From an optimization exercise on the open Yosys and OpenROAD flow, aimed at small area, a short achievable clock period and few clock cycles; shortcuts taken in it are not production practice.
RTL that was checked went through simulation tests only; none was proved equivalent to the original.

## chirp_gen
module chirp_gen #(
  parameter int PRECISION = 32,
  parameter int SYM_W     = 12
) (
  input  logic                       clk,
  input  logic                       rst,
  input  logic                       sym_valid,
  output logic                       sym_ready,
  input  logic [SYM_W-1:0]           sym_value,
  input  logic [CHIRP_TYPE_SIZE-1:0] chirp_type,
  input  logic [3:0]                 sf,
  input  logic [PRECISION-1:0]       bw_sr,
  input  logic [PRECISION-1:0]       phase_inc,
  input  logic [PRECISION-1:0]       symbol_size,
  output logic                       out_valid,
  input  logic                       out_ready,
  output logic [PRECISION-1:0]       phase_out,
  output logic [PRECISION-1:0]       freq_out,
  output logic                       sym_done
);
For scale: about 170 flip-flops, ~16,000 um2 of cells after synthesis.
clock: 9.0 ns
lec_check: 0
cap_margin: 20
core_margin: 2
core_utilization: 40
setup_slack_margin: 5
slew_margin: 20
run.sh (not shown) runs the stock make flow with config.mk's settings and CLKGATE_MAP_FILE= SYNTH_SCRIPT=/design/flow/synth_recipe.tcl, a recipe that flattens the netlist after the stock synthesis.
Change:
CORE_UTILIZATION = 60   (was 40)
Effect: The new run finished clean. Cell count fell by 7.4%. Setup slack got worse by 0.14 ns. Clock-buffer cell count fell by 1. Utilization rose by 26 points. Sequential share of layout area rose by 0.14 points. Design area fell by 0.47%. Global-route usage rose by 10 points.
Change:
CORE_UTILIZATION = 75   (was 60)
Result: Now the flow ended with an error in 5_1_grt, error GRT-0232. Synthesized area does not change. Synthesized cell count is unchanged.
Function was not checked in any run of this note: the RTL went through the layout flow alone.

========
Another version of the RTL of chirp_gen (not shown whole).
For scale: ~1800 cells after synthesis, roughly 190 I/O pins.
==> flow/config.mk <==
export PLATFORM = sky130hd
export DESIGN_NAME = chirp_gen
export DESIGN_NICKNAME = chirp_gen
export VERILOG_FILES = /design/flow/design.v
export SDC_FILE = /design/flow/constraint.sdc
export NUM_CORES = 4
export LEC_CHECK = 0
export CAP_MARGIN = 20
export CORE_MARGIN = 2
export CORE_UTILIZATION = 55
export CTS_BUF_LIST = sky130_fd_sc_hd__clkbuf_4 sky130_fd_sc_hd__clkbuf_8
export SETUP_SLACK_MARGIN = 5
export SLEW_MARGIN = 20
==> flow/constraint.sdc <==
create_clock -name core_clock -period 9.0 [get_ports {clk}]
set_input_delay 1.8000 -clock core_clock [delete_from_list [all_inputs] [get_ports {clk}]]
set_output_delay 1.8000 -clock core_clock [all_outputs]
set_load 0.01 [all_outputs]
standard.sh (not shown) runs the stock make flow with config.mk's settings and CLKGATE_MAP_FILE= SYNTH_SCRIPT=/design/flow/synth_recipe.tcl, a recipe that flattens the netlist after the stock synthesis.
==> flow/flow/run.sh <==
#!/bin/bash
# Standard layout, with plain buf_1 cells as the port buffers.
export BUFFER_PORTS_ARGS="-buffer_cell sky130_fd_sc_hd__buf_1"
bash standard.sh > standard.log 2>&1
Change:
- CORE_UTILIZATION: 55 -> 45
Result: Final cell count goes up by a few percent; global-route usage goes down by 4.1 points.
Change:
- CORE_UTILIZATION: 45 -> 50
The new run finished clean.
Count of clock-buffer cells in the layout went down by 2.
Design area went down by 0.54%.
Sequential share of layout area went up by 0.24 points.
Setup slack gets better by 0.0032 ns.
Area after synthesis is unchanged.
No functional check of the RTL was part of any run of this note.

========
the baseline:
Another version of the RTL of chirp_gen (not shown whole).
Size: ~1800 cells after synthesis, ~170 flip-flops, roughly 15000 um^2 of cells after synthesis.
export LEC_CHECK = 0
export CAP_MARGIN = 20
export CORE_MARGIN = 2
export CORE_UTILIZATION = 50
export SETUP_SLACK_MARGIN = 5
export SLEW_MARGIN = 20
create_clock -name core_clock -period 9.0 [get_ports {clk}]
==> flow/flow/run.sh <==
#!/bin/bash
# Standard layout, with plain buf_1 cells as the port buffers and timing
# repair aiming 6 ns below the clock period.
export BUFFER_PORTS_ARGS="-buffer_cell sky130_fd_sc_hd__buf_1"
bash standard.sh SETUP_SLACK_MARGIN=6 finish > standard.log 2>&1
The baseline: done, clean on timing, DRC and antenna
Input changes introduced in the candidate (baseline for comparison: the baseline):
==> flow/flow/run.sh <==
#!/bin/bash
# Standard layout, with plain buf_1 cells as the port buffers.
export BUFFER_PORTS_ARGS="-buffer_cell sky130_fd_sc_hd__buf_1"
bash standard.sh > standard.log 2>&1
==> comparison <==
Taking the baseline as the reference, in the candidate clock period minus worst slack climbed 220 ps, post-route clock period utilization went up by 2.5 points, number of global-route vias before repair lower.
The candidate vs the baseline: data arrival time at the worst-slack endpoint up in the candidate
Comparing the candidate with the baseline, the number of CTS-inserted buffers came out essentially unchanged.
Between the baseline and the candidate, the clock slew at the register clock pins of the worst setup and hold paths does not differ in any meaningful way.
Comparing the baseline against the candidate, there is no change at all in number of sequential cells in the layout.
Highest routed metal layer = met5: the baseline; highest routed metal layer = met4: the candidate
Per the comparison of the candidate with the baseline, core utilization has decreased, met2 wire length fell about 17%.
Function was not checked in any run of this note: the RTL went through the layout flow alone.

========
## lane 1
The RTL this note starts from:
==> flow/design.v <==
package chirp_gen_pkg;
  localparam int CHIRP_TYPE_SIZE = 2;
  localparam logic [CHIRP_TYPE_SIZE-1:0] TYPE_UP    = 2'd0;
  localparam logic [CHIRP_TYPE_SIZE-1:0] TYPE_DOWN  = 2'd1;
  localparam logic [CHIRP_TYPE_SIZE-1:0] TYPE_QDOWN = 2'd2;
endpackage
module chirp_add #(
  parameter int W = 32
) (
  input  logic [W-1:0] a,
  input  logic [W-1:0] b,
  input  logic         ci,
  output logic [W-1:0] s
);
  logic [W-1:0] p0, g, p, gn, pn;
  always_comb begin
    p0 = a ^ b;
    g  = a & b;
    p  = p0;
    g[0] = g[0] | (p[0] & ci);
    for (int l = 1; l < W; l = l * 2) begin
      gn = g;
      pn = p;
      for (int i = 0; i < W; i++)
        if ((i / l) % 2 == 1) begin
          gn[i] = g[i] | (p[i] & g[(i / l) * l - 1]);
          pn[i] = p[i] & p[(i / l) * l - 1];
        end
      g = gn;
      p = pn;
    end
    s = p0 ^ {g[W-2:0], ci};
  end
endmodule
module chirp_freq_step #(
  parameter int PRECISION = 32
) (
  input  logic [PRECISION-1:0] freq,
  input  logic [PRECISION-1:0] d,
  input  logic [PRECISION-1:0] w,
  input  logic                 cin,
  input  logic                 k,
  input  logic                 up,
  input  logic                 use_test,    
  input  logic                 force_fold,  
  output logic [PRECISION-1:0] next_freq
);
  localparam int P = PRECISION;
  logic [P-1:0] s, t;
  logic [P-1:0] t_sum, t_car;
  logic [P:0]   x_a, x_b, x_c, x_sum, x_car, x;
  logic         ovf;
  logic         fold;
  always_comb begin
    t_sum = freq ^ d ^ w;
    t_car = {(freq[P-2:0] & d[P-2:0]) | (freq[P-2:0] & w[P-2:0]) | (d[P-2:0] & w[P-2:0]), k};
    x_a   = {freq[P-1], freq};
    x_b   = {d[P-1], d};
    x_c   = {up, up, w[P-1:1]};
    x_sum = x_a ^ x_b ^ x_c;
    x_car = {(x_a[P-1:0] & x_b[P-1:0]) | (x_a[P-1:0] & x_c[P-1:0]) | (x_b[P-1:0] & x_c[P-1:0]), 1'b1};
  end
  chirp_add #(.W(P))   u_s (.a(freq),  .b(d),     .ci(cin),  .s(s));
  chirp_add #(.W(P))   u_t (.a(t_sum), .b(t_car), .ci(1'b0), .s(t));
  chirp_add #(.W(P+1)) u_x (.a(x_sum), .b(x_car), .ci(1'b0), .s(x));
  always_comb begin
    ovf  = (freq[P-1] == d[P-1]) && (s[P-1] != freq[P-1]);
    fold = use_test ? (up ^ x[P] ^ ovf) : force_fold;
    next_freq = fold ? t : s;
  end
endmodule
import chirp_gen_pkg::*;
module chirp_gen #(
  parameter int PRECISION = 32,
  parameter int SYM_W     = 12
) (
  input  logic                       clk,
  input  logic                       rst,
  input  logic                       sym_valid,
  output logic                       sym_ready,
  input  logic [SYM_W-1:0]           sym_value,
  input  logic [CHIRP_TYPE_SIZE-1:0] chirp_type,
  input  logic [3:0]                 sf,
  input  logic [PRECISION-1:0]       bw_sr,
  input  logic [PRECISION-1:0]       phase_inc,
  input  logic [PRECISION-1:0]       symbol_size,
  output logic                       out_valid,
  input  logic                       out_ready,
  output logic [PRECISION-1:0]       phase_out,
  output logic [PRECISION-1:0]       freq_out,
  output logic                       sym_done
);
  localparam int P  = PRECISION;
  localparam int MB = P - SYM_W;    
  logic          st_mul;    
  logic          st_sub;    
  logic          st_run;    
  logic          up_r;      
  logic          cin_r;     
  logic [P-1:0]  w_r;       
  logic [P-1:0]  d_r;       
  logic [P-1:0]  cnt_r;     
  logic          shifting;
  logic          m_last;
  logic          cnt_one;
  logic          size_zero;
  logic          req_up;
  logic          beat;
  logic          start;
  logic          mult;
  logic          accept;
  logic [P-1:0]  next_freq;
  logic [P-1:0]  cnt_dec;
  logic [P-1:0]  phase_sum;
  chirp_add #(.W(P)) u_phase (.a(phase_out), .b(freq_out), .ci(1'b0), .s(phase_sum));
  chirp_add #(.W(P)) u_cnt   (.a(cnt_r), .b('1), .ci(1'b0), .s(cnt_dec));
  always_comb begin
    shifting  = (cnt_r[3:0] != 4'd0);
    m_last    = (cnt_r[P-1:MB+1] == '0);
    cnt_one   = (cnt_r == P'(1));
    size_zero = (symbol_size == '0);
    req_up    = (chirp_type == TYPE_UP);
    beat      = st_run && out_ready;
    start     = sym_valid && ((!st_mul && !st_sub && !st_run) || (beat && cnt_one));
    mult      = st_mul && !shifting;
    accept    = st_sub && sym_valid;
  end
  chirp_freq_step #(
    .PRECISION (P)
  ) u_freq_step (
    .freq       (freq_out),
    .d          (d_r),
    .w          (w_r),
    .cin        (cin_r),
    .k          (cin_r || up_r),
    .up         (up_r),
    .use_test   (st_run),
    .force_fold (st_mul && cnt_r[MB]),
    .next_freq  (next_freq)
  );
  always_ff @(posedge clk or posedge rst) begin
    if (rst) begin
      st_mul    <= 1'b0;
      st_sub    <= 1'b0;
      st_run    <= 1'b0;
      up_r      <= 1'b0;
      cin_r     <= 1'b0;
      sym_ready <= 1'b0;
      out_valid <= 1'b0;
      sym_done  <= 1'b0;
      phase_out <= '0;
    end else begin
      sym_done <= 1'b0;
      if (beat) begin
        phase_out <= phase_sum;
        if (cnt_one) begin
          out_valid <= 1'b0;
          sym_done  <= 1'b1;
          st_run    <= 1'b0;
        end
      end
      if (start) begin
        up_r      <= 1'b0;
        cin_r     <= !req_up;
        sym_ready <= !req_up;
        st_mul    <= req_up;
        st_sub    <= !req_up;
      end
      if (mult && m_last) begin
        cin_r     <= 1'b1;
        sym_ready <= 1'b1;
        st_mul    <= 1'b0;
        st_sub    <= 1'b1;
      end
      if (accept) begin
        up_r      <= req_up;
        cin_r     <= !req_up;
        sym_ready <= 1'b0;
        st_sub    <= 1'b0;
        if (size_zero) begin
          sym_done  <= 1'b1;
        end else begin
          out_valid <= 1'b1;
          st_run    <= 1'b1;
        end
      end
    end
  end
  always_ff @(posedge clk) begin
    if (beat) begin
      freq_out <= next_freq;
      cnt_r    <= cnt_dec;
    end
    if (start) begin
      w_r   <= bw_sr;
      cnt_r <= {sym_value, {(MB-4){1'b0}}, sf};
      if (req_up) begin
        freq_out <= '0;
        d_r      <= '0;
      end else begin
        freq_out <= {1'b0, bw_sr[P-1:1]};
        d_r      <= ~phase_inc;
      end
    end
    if (st_mul) begin
      if (shifting) begin
        w_r        <= {1'b0, w_r[P-1:1]};
        cnt_r[3:0] <= cnt_dec[3:0];
      end else begin
        freq_out       <= next_freq;
        w_r            <= {w_r[P-2:0], 1'b0};
        cnt_r[P-1:MB]  <= {1'b0, cnt_r[P-1:MB+1]};
        if (m_last) d_r <= ~{1'b0, bw_sr[P-1:1]};
      end
    end
    if (accept) begin
      freq_out <= next_freq;
      cnt_r    <= symbol_size;
      if (req_up) begin
        w_r <= ~bw_sr;
        d_r <= phase_inc;
      end
    end
  end
endmodule
==> flow/config.mk <==
export PLATFORM = sky130hd
export DESIGN_NAME = chirp_gen
export DESIGN_NICKNAME = chirp_gen
export VERILOG_FILES = /design/flow/design.v
export SDC_FILE = /design/flow/constraint.sdc
export NUM_CORES = 4
export LEC_CHECK = 0
export CAP_MARGIN = 20
export CORE_MARGIN = 2
export CORE_UTILIZATION = 55
export CTS_BUF_LIST = sky130_fd_sc_hd__clkbuf_4 sky130_fd_sc_hd__clkbuf_8
export SETUP_SLACK_MARGIN = 5
export SLEW_MARGIN = 20
==> flow/constraint.sdc <==
create_clock -name core_clock -period 9.0 [get_ports {clk}]
set_input_delay 1.8000 -clock core_clock [delete_from_list [all_inputs] [get_ports {clk}]]
set_output_delay 1.8000 -clock core_clock [all_outputs]
set_load 0.01 [all_outputs]
==> flow/flow/run.sh <==
#!/bin/bash
# Standard layout, with plain buf_1 cells as the port buffers.
export BUFFER_PORTS_ARGS="-buffer_cell sky130_fd_sc_hd__buf_1"
bash standard.sh > standard.log 2>&1
Testbench counts of lane 1, summed over its fixed seeds: cycles 66,504.
> inputs changed (lane 1 -> lane 2)
Settings: a change of CORE_UTILIZATION from 55 to 45.
Findings:
- The setup slack of lane 2 is smaller than that of lane 1.
- Route | lane 2 vs lane 1 | wire longer in lane 2
- Looking at worst setup path startpoint, the freq_out[21] result is from lane 2; the sym_valid one comes from lane 1.
- A kind of critical path of flop to flop is what lane 2 shows, while input pin to flop belongs to lane 1.
- The first-pass GRT wire length of lane 2 exceeds that of lane 1 by 2.4%.
### lane 2 -> lane 3
Settings: changing CORE_UTILIZATION from 45 to 50.
==> flow/flow/run.sh <==
#!/bin/bash
# Standard layout, with plain buf_1 cells as the port buffers and timing
# repair aiming 5.5 ns below the clock period.
export BUFFER_PORTS_ARGS="-buffer_cell sky130_fd_sc_hd__buf_1"
bash standard.sh SETUP_SLACK_MARGIN=5.5 finish > standard.log 2>&1
==> comparison <==
Lane 3 — first-pass GRT wire length about 1.7% higher, lane 2 as reference
[compare] base=lane 2 new=lane 3: part of the cycle the worst path needs now sits lower, footprint of the multi-input gates now sits higher, biggest cell delay along the critical path now sits at about the same level, global-route met1 utilization now sits higher.
Lane 3 vs. lane 2: maximum frequency higher; clock period minus final worst setup slack now smaller.
Edits applied to the flow inputs when going from lane 3 to lane 4:
Settings: putting PLACE_DENSITY at 0.75 where nothing was set.
==> flow/flow/run.sh <==
#!/bin/bash
# Standard layout, with plain buf_1 cells as the port buffers.
export BUFFER_PORTS_ARGS="-buffer_cell sky130_fd_sc_hd__buf_1"
bash standard.sh > standard.log 2>&1
Lane 4 ran to completion and came out clean on the timing, design-rule and antenna checks.
For the layout cell share with drive strength beyond 1, lane 4 came in 5.8 points lower than lane 3 did.
Initial antenna violation count in lane 4 vs lane 3: up 1
Per the comparison of lane 4 with lane 3, number of design-rule violations left by the first detailed-router iteration went up 364; total wirelength of the detailed-routed design decreased by 4800 um relative to the old numbers.

========
Another version of the RTL of chirp_gen (not shown whole).
Size in the first run: ~1,600 cells after synthesis, roughly 170 flip-flops, roughly 190 I/O pins, ~0.014 sq mm of cells after synthesis.
Settings: LEC_CHECK=0, CAP_MARGIN=20, CORE_MARGIN=2, CORE_UTILIZATION=55, CTS_BUF_LIST=sky130_fd_sc_hd__clkbuf_4 sky130_fd_sc_hd__clkbuf_8 sky130_fd_sc_hd__clkbuf_16, SETUP_SLACK_MARGIN=5, SLEW_MARGIN=20; clock period 9.0 ns.
==> flow/flow/run.sh <==
#!/bin/bash
# Standard layout, with plain buf_1 cells as the port buffers.
export BUFFER_PORTS_ARGS="-buffer_cell sky130_fd_sc_hd__buf_1"
bash standard.sh > standard.log 2>&1
The baseline finished with timing, DRC and antenna clean.
Edit:
Settings changed: CORE_UTILIZATION 55 to 45, CTS_BUF_LIST sky130_fd_sc_hd__clkbuf_4 sky130_fd_sc_hd__clkbuf_8 sky130_fd_sc_hd__clkbuf_16 to sky130_fd_sc_hd__clkbuf_4 sky130_fd_sc_hd__clkbuf_8.
The changed run went through all stages and came out clean.
Wire length climbs by 2.6%.
Register-to-register slack is worse by 0.04 ns.
Fmax goes down by about 1.3%.
Hold slack improves by 0.0086 ns.
Via count hardly moves.
Clock skew grows by 0.0059 ns.
Non-clock buffer count is lower by 3.
Die area rises by 22%.
Edit:
Settings changed: CTS_BUF_LIST sky130_fd_sc_hd__clkbuf_4 sky130_fd_sc_hd__clkbuf_8 to sky130_fd_sc_hd__clkbuf_4 sky130_fd_sc_hd__clkbuf_8 sky130_fd_sc_hd__clkbuf_16.
Clock-buffer cell count stays the same.
Cell area rises by 1.5%.
First-iteration DRC count falls by 0.85%.
Via count stays flat.
Fmax falls by 1.3%.
Sequential cell count stays the same.
Edit:
Settings changed: CORE_UTILIZATION 45 to 50.
Effect: The changed run completed with no timing, DRC or antenna violations. Sequential cell count does not change. Worst setup slack is about the same. Wire length went down by 2.2%. Cell count went down by 1.1%. Synthesized area stays the same.
No run of this note included a check of the RTL's function; only the layout flow was run.

## re-timing with driven ports
In the flow no input, the clock included, has a driving cell. The finished layouts below were timed again as built, in two steps. Step 1 (the two cells are an assumption about what drives the block):
set clk [get_ports {clk}]
set_driving_cell -lib_cell sky130_fd_sc_hd__clkbuf_16 $clk
set_driving_cell -lib_cell sky130_fd_sc_hd__buf_2 [delete_from_list [all_inputs] $clk]
Step 2 times the ports against the registers' clock, not the clock port: input delays grow and output delays shrink by t, the midpoint of the rising clock arrivals with the driver on. a / b / c = ideal / step 1 / step 2; a / b = the first two.
run | shift t [ns] | slack for setup (ns) | hold WS [ns] | cell pins on the clock port's net
the first run of note 1 | 0.510 | 5.042 / 5.042 / 4.617 | 0.508 / 0.508 / 0.508 | 1
the second run of note 1 | 0.493 | 4.901 / 4.901 / 4.534 | 0.478 / 0.478 / 0.478 | 1
the first run of note 2 | 0.527 | 5.075 / 5.028 / 4.547 | 0.517 / 0.517 / 0.517 | 1
the second run of note 2 | 0.550 | 5.058 / 5.011 / 4.584 | 0.517 / 0.517 / 0.517 | 1
the third run of note 2 | 0.540 | 5.061 / 5.034 / 4.541 | 0.515 / 0.515 / 0.515 | 1
the baseline | 0.514 | 5.266 / 5.266 / 4.916 | 0.513 / 0.513 / 0.513 | 1
the candidate | 0.506 | 5.044 / 5.044 / 4.847 | 0.511 / 0.511 / 0.511 | 1
lane 1 | 0.538 | 5.142 / 5.167 / 4.630 | 0.524 / 0.524 / 0.524 | 1
lane 2 | 0.561 | 5.118 / 5.118 / 4.743 | 0.519 / 0.519 / 0.519 | 1
lane 3 | 0.562 | 5.293 / 5.293 / 4.927 | 0.521 / 0.521 / 0.521 | 1
lane 4 | 0.536 | 5.097 / 5.097 / 4.738 | 0.522 / 0.522 / 0.522 | 1
the first run of note 5 | 0.491 | 5.149 / 5.112 / 4.688 | 0.497 / 0.497 / 0.497 | 1
the second run of note 5 | 0.553 | 5.099 / 5.109 / 4.565 | 0.506 / 0.506 / 0.506 | 1
the third run of note 5 | 0.507 | 5.050 / 5.074 / 4.567 | 0.502 / 0.502 / 0.502 | 1
the fourth run of note 5 | 0.491 | 5.050 / 5.072 / 4.581 | 0.494 / 0.494 / 0.494 | 1
After both steps setup and hold are still met in every run listed. The setup slack of the second run of note 5, which loses most, moves by +0.010 ns with the drivers and by -0.534 ns with both steps.
